This design comes from an exercise in tuning for small area on the open sky130 flow, not from production work.
The RTL was checked by simulation tests, not by an equivalence proof against the original design.
No activity file was given, so power comes from the tool's default toggle rates.

== job 3895 ==
Design simdCore, start of the top module:
module simdCore (
    input wire clk,
    input wire rst,
    input wire [18-1:0] instr,
    input wire ack,
    input wire [16-1:0] rdata,
    output logic [10-1:0] instrAddr,
    output logic req,
    output logic [10+16:0] memReq,
    output logic done
);
Settings: LEC_CHECK=0, CAP_MARGIN=20, CORE_MARGIN=2, CORE_UTILIZATION=40, SLEW_MARGIN=20; clock period 8.0 ns.
standard.sh (not shown) runs the stock make flow with config.mk's settings and CLKGATE_MAP_FILE= SYNTH_SCRIPT=/design/flow/synth_recipe.tcl, a recipe that flattens the netlist after the stock synthesis.
==> flow/flow/run.sh <==
#!/bin/bash
set -euo pipefail
export BUFFER_PORTS_ARGS="-buffer_cell sky130_fd_sc_hd__buf_1"
export CTS_ARGS="-sink_clustering_enable -repair_clock_nets -dont_use_dummy_load -buf_list {sky130_fd_sc_hd__clkbuf_8} -sink_clustering_size 20 -sink_clustering_max_diameter 60"
bash standard.sh finish > standard_flow.log 2>&1
Job 3895 has completed all stages; timing, DRC and antenna checks passed.
Input-level comparison between job 9957 and job 3895:
- ABC_AREA: unset -> 1
==> flow/run.sh (new file) <==
#!/bin/bash
# synth_recipe.tcl (not shown) runs the flow's synth.tcl, then flattens the netlist and writes it again
# the make line also repeats each setting of config.mk as NAME=value (left out here)
make -C /OpenROAD-flow-scripts/flow DESIGN_CONFIG=/design/flow/config.mk WORK_HOME=/design/flow/orfs CLKGATE_MAP_FILE= SYNTH_SCRIPT=/design/flow/synth_recipe.tcl finish
removed: flow/flow/run.sh
removed: flow/standard.sh
[summary]
Job 9957 closes out successfully: all stages finished, all timing, DRC and antenna checks passed.
The flow did not stop early for job 3895: all stages ran, and the layout cleared the timing, design-rule and antenna checks.
Diff job 9957..job 3895 | combinational cell fraction of total power | negligible
In job 9957, the power per unit of standard cell area came out 42 nW/um^2 above the value in job 3895.
The capture point of the critical path comes out rf[11][15] in one run and rf[1][15] in the other, namely in job 3895 and job 9957 respectively.
Comparing job 9957 and job 3895, the lower total power consumption of the routed design was measured on job 3895.
Pre-CTS setup slack (higher): job 9957
--- input diff job 9957..job 8557 ---
- clearing ABC_AREA, which used to be 1
==> flow/flow/run.sh (new file) <==
#!/bin/bash
set -euo pipefail
export BUFFER_PORTS_ARGS="-buffer_cell sky130_fd_sc_hd__buf_1"
export CTS_ARGS="-sink_clustering_enable -repair_clock_nets -dont_use_dummy_load -buf_list {sky130_fd_sc_hd__clkbuf_4 sky130_fd_sc_hd__clkbuf_8} -sink_clustering_size 12 -sink_clustering_max_diameter 40"
bash standard.sh finish > standard_flow.log 2>&1
==> flow/standard.sh (new file) <==
#!/bin/bash
# synth_recipe.tcl (not shown) runs the flow's synth.tcl, then flattens the netlist and writes it again
# the make line also repeats each setting of config.mk as NAME=value (left out here)
make -C /OpenROAD-flow-scripts/flow DESIGN_CONFIG=/design/flow/config.mk WORK_HOME=/design/flow/orfs CLKGATE_MAP_FILE= SYNTH_SCRIPT=/design/flow/synth_recipe.tcl "${@:-finish}"
removed: flow/run.sh
## What came out
- Diff job 8557..job 9957 | adder-cell area share of the yosys netlist | negligible
- [diff] first-pass GRT wire length, job 8557 relative to job 9957: improvement
- Compared with job 9957, job 8557 shows a lower clock power share.
- Number of filler instances in the final layout grows slightly when moving from job 9957 to job 8557.
Input changes introduced in job 7514 (baseline for comparison: job 8557):
==> flow/flow/run.sh <==
#!/bin/bash
# Standard layout, with two changes: the port buffers are the smallest
# buffer cell, and clock tree synthesis inserts no dummy loads.
set -euo pipefail
export BUFFER_PORTS_ARGS="-buffer_cell sky130_fd_sc_hd__buf_1"
export CTS_ARGS="-sink_clustering_enable -repair_clock_nets -dont_use_dummy_load"
bash standard.sh finish > standard_flow.log 2>&1
- Job 7514 gives more leakage power total than job 8557 did.
- Taking job 8557 as the reference, in job 7514 power density normalized to cell area +about 8%; wire length has remained practically unchanged.
- In the metrics for job 7514 and job 8557, the one carrying the lower clock network area share is job 8557.
- The lower detailed route wirelength on metal3 of job 7514 and job 8557 is in job 7514.
- Between job 7514 and job 8557, the largest stage delay on the critical path does not differ in any meaningful way.
- Compared with job 8557, job 7514 shows a higher arrival time reported for the critical path endpoint.
- Global routing usage on met1 essentially unchanged between job 8557 and job 7514.
- Taking job 8557 as the reference, in job 7514 shortest clock period the worst path allows after layout increased by 84 ps relative to the old numbers; setup slack decreased by 84 ps relative to the old numbers.

* * *

simdCore, a different RTL version from the one above (not shown whole).
Size: ~600 cells after synthesis, about 240 flip-flops, about 76 I/O pins, roughly 7000 um2 of cells after synthesis.
## simdCore
module simdCore (
    input wire clk,
    input wire rst,
    input wire [18-1:0] instr,
    input wire ack,
    input wire [16-1:0] rdata,
    output logic [10-1:0] instrAddr,
    output logic req,
    output logic [10+16:0] memReq,
    output logic done
);
export LEC_CHECK = 0
export ABC_AREA = 1
export CAP_MARGIN = 20
export CORE_MARGIN = 2
export CORE_UTILIZATION = 40
export SLEW_MARGIN = 20
create_clock -name core_clock -period 8.0 [get_ports {clk}]
==> flow/flow/run.sh <==
#!/bin/bash
# The standard layout (standard.sh) with three changes in how it is made:
#  - ABC maps the logic with an area-oriented script (abc_area.script in a
#    copy of the ORFS scripts folder; ABC_AREA is 1 in config.mk),
#  - the port buffers are the smallest buffer cell (every port still gets one),
#  - clock tree synthesis uses clkbuf_8 in clusters of 20 and adds no dummy loads.
set -euo pipefail
here=$(pwd)
rm -rf "$here/scripts_area"
cp -r "$FLOW_HOME/scripts" "$here/scripts_area"
cp "$here/flow/abc_area.script" "$here/scripts_area/abc_area.script"
export SCRIPTS_DIR="$here/scripts_area"
export BUFFER_PORTS_ARGS="-buffer_cell sky130_fd_sc_hd__buf_1"
export CTS_ARGS="-sink_clustering_enable -repair_clock_nets -dont_use_dummy_load -buf_list {sky130_fd_sc_hd__clkbuf_8} -sink_clustering_size 20 -sink_clustering_max_diameter 60"
bash standard.sh finish > "$here/standard_flow.log" 2>&1
==> flow/flow/abc_area.script <==
strash
&get -n
&deepsyn -J 5 -S 7
&put
dch -f
amap
topo
The first run produced a clean layout.
Edit:
- CAP_MARGIN: 20 -> 10
- CORE_UTILIZATION: 40 -> 65
- PLACE_DENSITY: default -> 0.75
- SLEW_MARGIN: 20 -> 10
Combinational power came out lower by about 8%.
Synthesized cell count does not change.
Global-route usage rises by 8.1 points.
Maximum frequency shrinks by about 2.2%.
Clock-buffer cell count decreases by 2.

* * *

Another version of the RTL of simdCore (not shown whole).
Size: roughly 76 I/O pins, roughly 6500 um^2 of cells after synthesis.
Settings: LEC_CHECK=0, ABC_AREA=1, CAP_MARGIN=20, CORE_MARGIN=2, CORE_UTILIZATION=40, SLEW_MARGIN=20; clock period 8.0 ns.
==> flow/flow/run.sh <==
#!/bin/bash
# The standard layout (standard.sh) with these changes in how it is made:
#  - synthesis maps all logic, adders included, with ABC and an area-oriented
#    script: a copy of the ORFS scripts folder where abc_area.script is
#    flow/abc_area.script (ABC_AREA is 1 in config.mk) and synth.tcl skips
#    the full/half adder extraction; the registers are mapped as before,
#  - the port buffers are the smallest buffer cell (every port still gets one),
#  - clock tree synthesis uses clkbuf_8 in clusters of 20 and adds no dummy loads.
set -euo pipefail
here=$(pwd)
rm -rf "$here/scripts_area"
cp -r "$FLOW_HOME/scripts" "$here/scripts_area"
cp "$here/flow/abc_area.script" "$here/scripts_area/abc_area.script"
python3 "$here/flow/skip_adders.py" "$here/scripts_area/synth.tcl" > "$here/skip_adders.log" 2>&1
export SCRIPTS_DIR="$here/scripts_area"
export BUFFER_PORTS_ARGS="-buffer_cell sky130_fd_sc_hd__buf_1"
export CTS_ARGS="-sink_clustering_enable -repair_clock_nets -dont_use_dummy_load -buf_list {sky130_fd_sc_hd__clkbuf_4 sky130_fd_sc_hd__clkbuf_8} -sink_clustering_size 20 -sink_clustering_max_diameter 60"
bash standard.sh finish > "$here/standard_flow.log" 2>&1
==> flow/flow/skip_adders.py <==
# Removes the full/half adder extraction and mapping from ORFS's synth.tcl,
# so that ABC maps that logic with the rest.
import sys
path = sys.argv[1]
text = open(path).read()
start = text.index("  # extract the full adders")
end = text.index("  dont_use_after_adder_step", start)
text = text[:start] + "  # adder extraction skipped: ABC maps the adders\n" + text[end:]
open(path, "w").write(text)
print("skipped adder extraction in", path)
Scripts as last shown in full above: flow/flow/abc_area.script
The first run finished with timing, DRC and antenna clean.
Edit:
--- a/flow/flow/run.sh
+++ b/flow/flow/run.sh
@@ -16,3 +16,3 @@
 export BUFFER_PORTS_ARGS="-buffer_cell sky130_fd_sc_hd__buf_1"
-export CTS_ARGS="-sink_clustering_enable -repair_clock_nets -dont_use_dummy_load -buf_list {sky130_fd_sc_hd__clkbuf_4 sky130_fd_sc_hd__clkbuf_8} -sink_clustering_size 20 -sink_clustering_max_diameter 60"
+export CTS_ARGS="-sink_clustering_enable -repair_clock_nets -dont_use_dummy_load -buf_list {sky130_fd_sc_hd__clkbuf_8} -sink_clustering_size 20 -sink_clustering_max_diameter 60"
 bash standard.sh finish > "$here/standard_flow.log" 2>&1
Worst setup slack is unchanged.
Total power does not change.
Core utilization stays the same.

* * *

Another version of the RTL of simdCore (not shown whole).
Size in the first run: about 240 flip-flops, about 76 I/O pins.
// simdCore
module simdCore (
    input wire clk,
    input wire rst,
    input wire [18-1:0] instr,
    input wire ack,
    input wire [16-1:0] rdata,
    output logic [10-1:0] instrAddr,
    output logic req,
    output logic [10+16:0] memReq,
    output logic done
);
export LEC_CHECK = 0
export ABC_AREA = 1
export CAP_MARGIN = 20
export CORE_MARGIN = 2
export CORE_UTILIZATION = 40
export SLEW_MARGIN = 20
create_clock -name core_clock -period 8.0 [get_ports {clk}]
==> flow/flow/run.sh <==
#!/bin/bash
# The standard layout (standard.sh) with these changes in how it is made:
#  - synthesis maps all logic, adders included, with ABC and an area-oriented
#    script: a copy of the ORFS scripts folder where abc_area.script is
#    flow/abc_area.script (ABC_AREA is 1 in config.mk) and synth.tcl skips
#    the full/half adder extraction; the registers are mapped as before,
#  - the port buffers are the smallest buffer cell (every port still gets one),
#  - clock tree synthesis uses clkbuf_8 in clusters of 20 and adds no dummy loads.
set -euo pipefail
here=$(pwd)
rm -rf "$here/scripts_area"
cp -r "$FLOW_HOME/scripts" "$here/scripts_area"
cp "$here/flow/abc_area.script" "$here/scripts_area/abc_area.script"
python3 "$here/flow/skip_adders.py" "$here/scripts_area/synth.tcl" > "$here/skip_adders.log" 2>&1
export SCRIPTS_DIR="$here/scripts_area"
export BUFFER_PORTS_ARGS="-buffer_cell sky130_fd_sc_hd__buf_1"
export CTS_ARGS="-sink_clustering_enable -repair_clock_nets -dont_use_dummy_load -buf_list {sky130_fd_sc_hd__clkbuf_8} -sink_clustering_size 20 -sink_clustering_max_diameter 60"
bash standard.sh finish > "$here/standard_flow.log" 2>&1
==> flow/flow/abc_area.script <==
strash
&get -n
&deepsyn -J 10 -S 7
&put
dch -f
amap
strash
dch -f
amap
topo
Scripts as last shown in full above: flow/flow/skip_adders.py
The baseline finished with timing, DRC and antenna clean.
Edit:
==> flow/flow/abc_area.script (replaced) <==
strash
&get -n
&deepsyn -J 5 -S 7
&put
dch -f
amap
topo
=>
- combinational power is about the same
- area after synthesis hardly moves
- utilization came out lower by 0.19 points
- sequential power hardly moves
- total power stays flat
- cell count falls slightly
- routed wire length rises slightly
- count of clock-buffer cells in the layout is unchanged
- worst hold slack improves by 0.047 ns
- critical path depth came out lower by 2
- global-route usage hardly moves
Edit:
==> flow/flow/run.sh (replaced) <==
#!/bin/bash
# The standard layout (standard.sh) with three changes in how it is made:
#  - ABC maps the logic with an area-oriented script (abc_area.script in a
#    copy of the ORFS scripts folder; ABC_AREA is 1 in config.mk),
#  - the port buffers are the smallest buffer cell (every port still gets one),
#  - clock tree synthesis uses clkbuf_8 in clusters of 20 and adds no dummy loads.
set -euo pipefail
here=$(pwd)
rm -rf "$here/scripts_area"
cp -r "$FLOW_HOME/scripts" "$here/scripts_area"
cp "$here/flow/abc_area.script" "$here/scripts_area/abc_area.script"
export SCRIPTS_DIR="$here/scripts_area"
export BUFFER_PORTS_ARGS="-buffer_cell sky130_fd_sc_hd__buf_1"
export CTS_ARGS="-sink_clustering_enable -repair_clock_nets -dont_use_dummy_load -buf_list {sky130_fd_sc_hd__clkbuf_8} -sink_clustering_size 20 -sink_clustering_max_diameter 60"
bash standard.sh finish > "$here/standard_flow.log" 2>&1
removed: flow/flow/skip_adders.py
Global-route usage stays flat.
Hold slack gets worse by 0.017 ns.
Total power goes up by 3.6%.
Non-clock buffer count goes up by 4.
Setup slack gets worse by 1.0 ns.
Routed wire length goes up by about 1%.
Clock-buffer cell count is unchanged.
Design area goes up by about 5.4%.
Sequential share of layout area goes down by 3.4 points.

* * *

simdCore with an RTL version that a note above also has.
For scale: roughly 620 cells after synthesis, ~240 flip-flops, roughly 0.0077 mm^2 of cells after synthesis.
==> flow/config.mk <==
export PLATFORM = sky130hd
export DESIGN_NAME = simdCore
export DESIGN_NICKNAME = simdCore
export VERILOG_FILES = /design/flow/design.v
export SDC_FILE = /design/flow/constraint.sdc
export NUM_CORES = 4
export LEC_CHECK = 0
export CAP_MARGIN = 20
export CORE_MARGIN = 2
export CORE_UTILIZATION = 40
export CTS_BUF_LIST = sky130_fd_sc_hd__clkbuf_8
export CTS_CLUSTER_SIZE = 40
export SLEW_MARGIN = 20
==> flow/constraint.sdc <==
create_clock -name core_clock -period 8.0 [get_ports {clk}]
set_input_delay 1.6000 -clock core_clock [delete_from_list [all_inputs] [get_ports {clk}]]
set_output_delay 1.6000 -clock core_clock [all_outputs]
set_load 0.01 [all_outputs]
run.sh (not shown) runs the stock make flow with config.mk's settings and CLKGATE_MAP_FILE= SYNTH_SCRIPT=/design/flow/synth_recipe.tcl, a recipe that flattens the netlist after the stock synthesis.
Stock flow here: none of the scripts above is used.
Change:
- CTS_BUF_LIST: sky130_fd_sc_hd__clkbuf_8 -> unset
- CTS_CLUSTER_SIZE: 40 -> unset
Sequential cell count is unchanged; clock-buffer cell count decreases by 16; total power rises by 8.1%; register-to-register slack is about the same; design area goes up by 1.2%; area after synthesis stays the same; clock power goes up by about 20%; die area is unchanged; final cell count falls by 2.3%; critical path depth does not change.

## what the ideal ports hide
The results above use ideal ports. As a check the final layouts listed here were re-extracted and re-timed, cells and wires unchanged.
Step 1 sets driving cells, clkbuf_16 on the clock port and buf_2 on the other inputs (assumed; they add their load-dependent delay and slew).
Step 2 times the ports against the registers' clock, not the clock port: input delays grow and output delays shrink by t, the midpoint of the rising clock arrivals with the driver on.
a / b / c = no drivers / after step 1 / after step 2; a / b = the first two.
run | t (ns) | setup WS [ns] | worst register clock-pin slew, ns
job 3895 | 0.520 | 1.750 / 1.765 / 1.245 | 0.11 / 0.11
job 9957 | 0.558 | 2.406 / 2.422 / 1.863 | 0.06 / 0.06
job 8557 | 0.568 | 1.781 / 1.796 / 1.228 | 0.07 / 0.07
job 7514 | 0.530 | 1.697 / 1.717 / 1.187 | 0.06 / 0.06
the first run of note 2 | 0.519 | 0.760 / 0.769 / 0.250 | 0.11 / 0.11
the second run of note 2 | 0.495 | 0.598 / 0.610 / 0.115 | 0.11 / 0.11
the first run of note 3 | 0.510 | 1.243 / 1.238 / 0.727 | 0.11 / 0.11
the second run of note 3 | 0.510 | 1.243 / 1.238 / 0.727 | 0.11 / 0.11
the first run of note 4 | 0.508 | 2.076 / 2.070 / 1.562 | 0.11 / 0.11
the second run of note 4 | 0.508 | 1.570 / 1.568 / 1.060 | 0.11 / 0.11
the third run of note 4 | 0.511 | 0.565 / 0.577 / 0.066 | 0.11 / 0.11
the first run of note 5 | 0.551 | 1.411 / 1.424 / 0.873 | 0.07 / 0.07
the second run of note 5 | 0.552 | 1.388 / 1.406 / 0.855 | 0.07 / 0.07
After both steps setup and hold are still met in every run listed. The setup slack of job 8557, which loses most, moves by +0.015 ns with the drivers and by -0.553 ns with both steps.
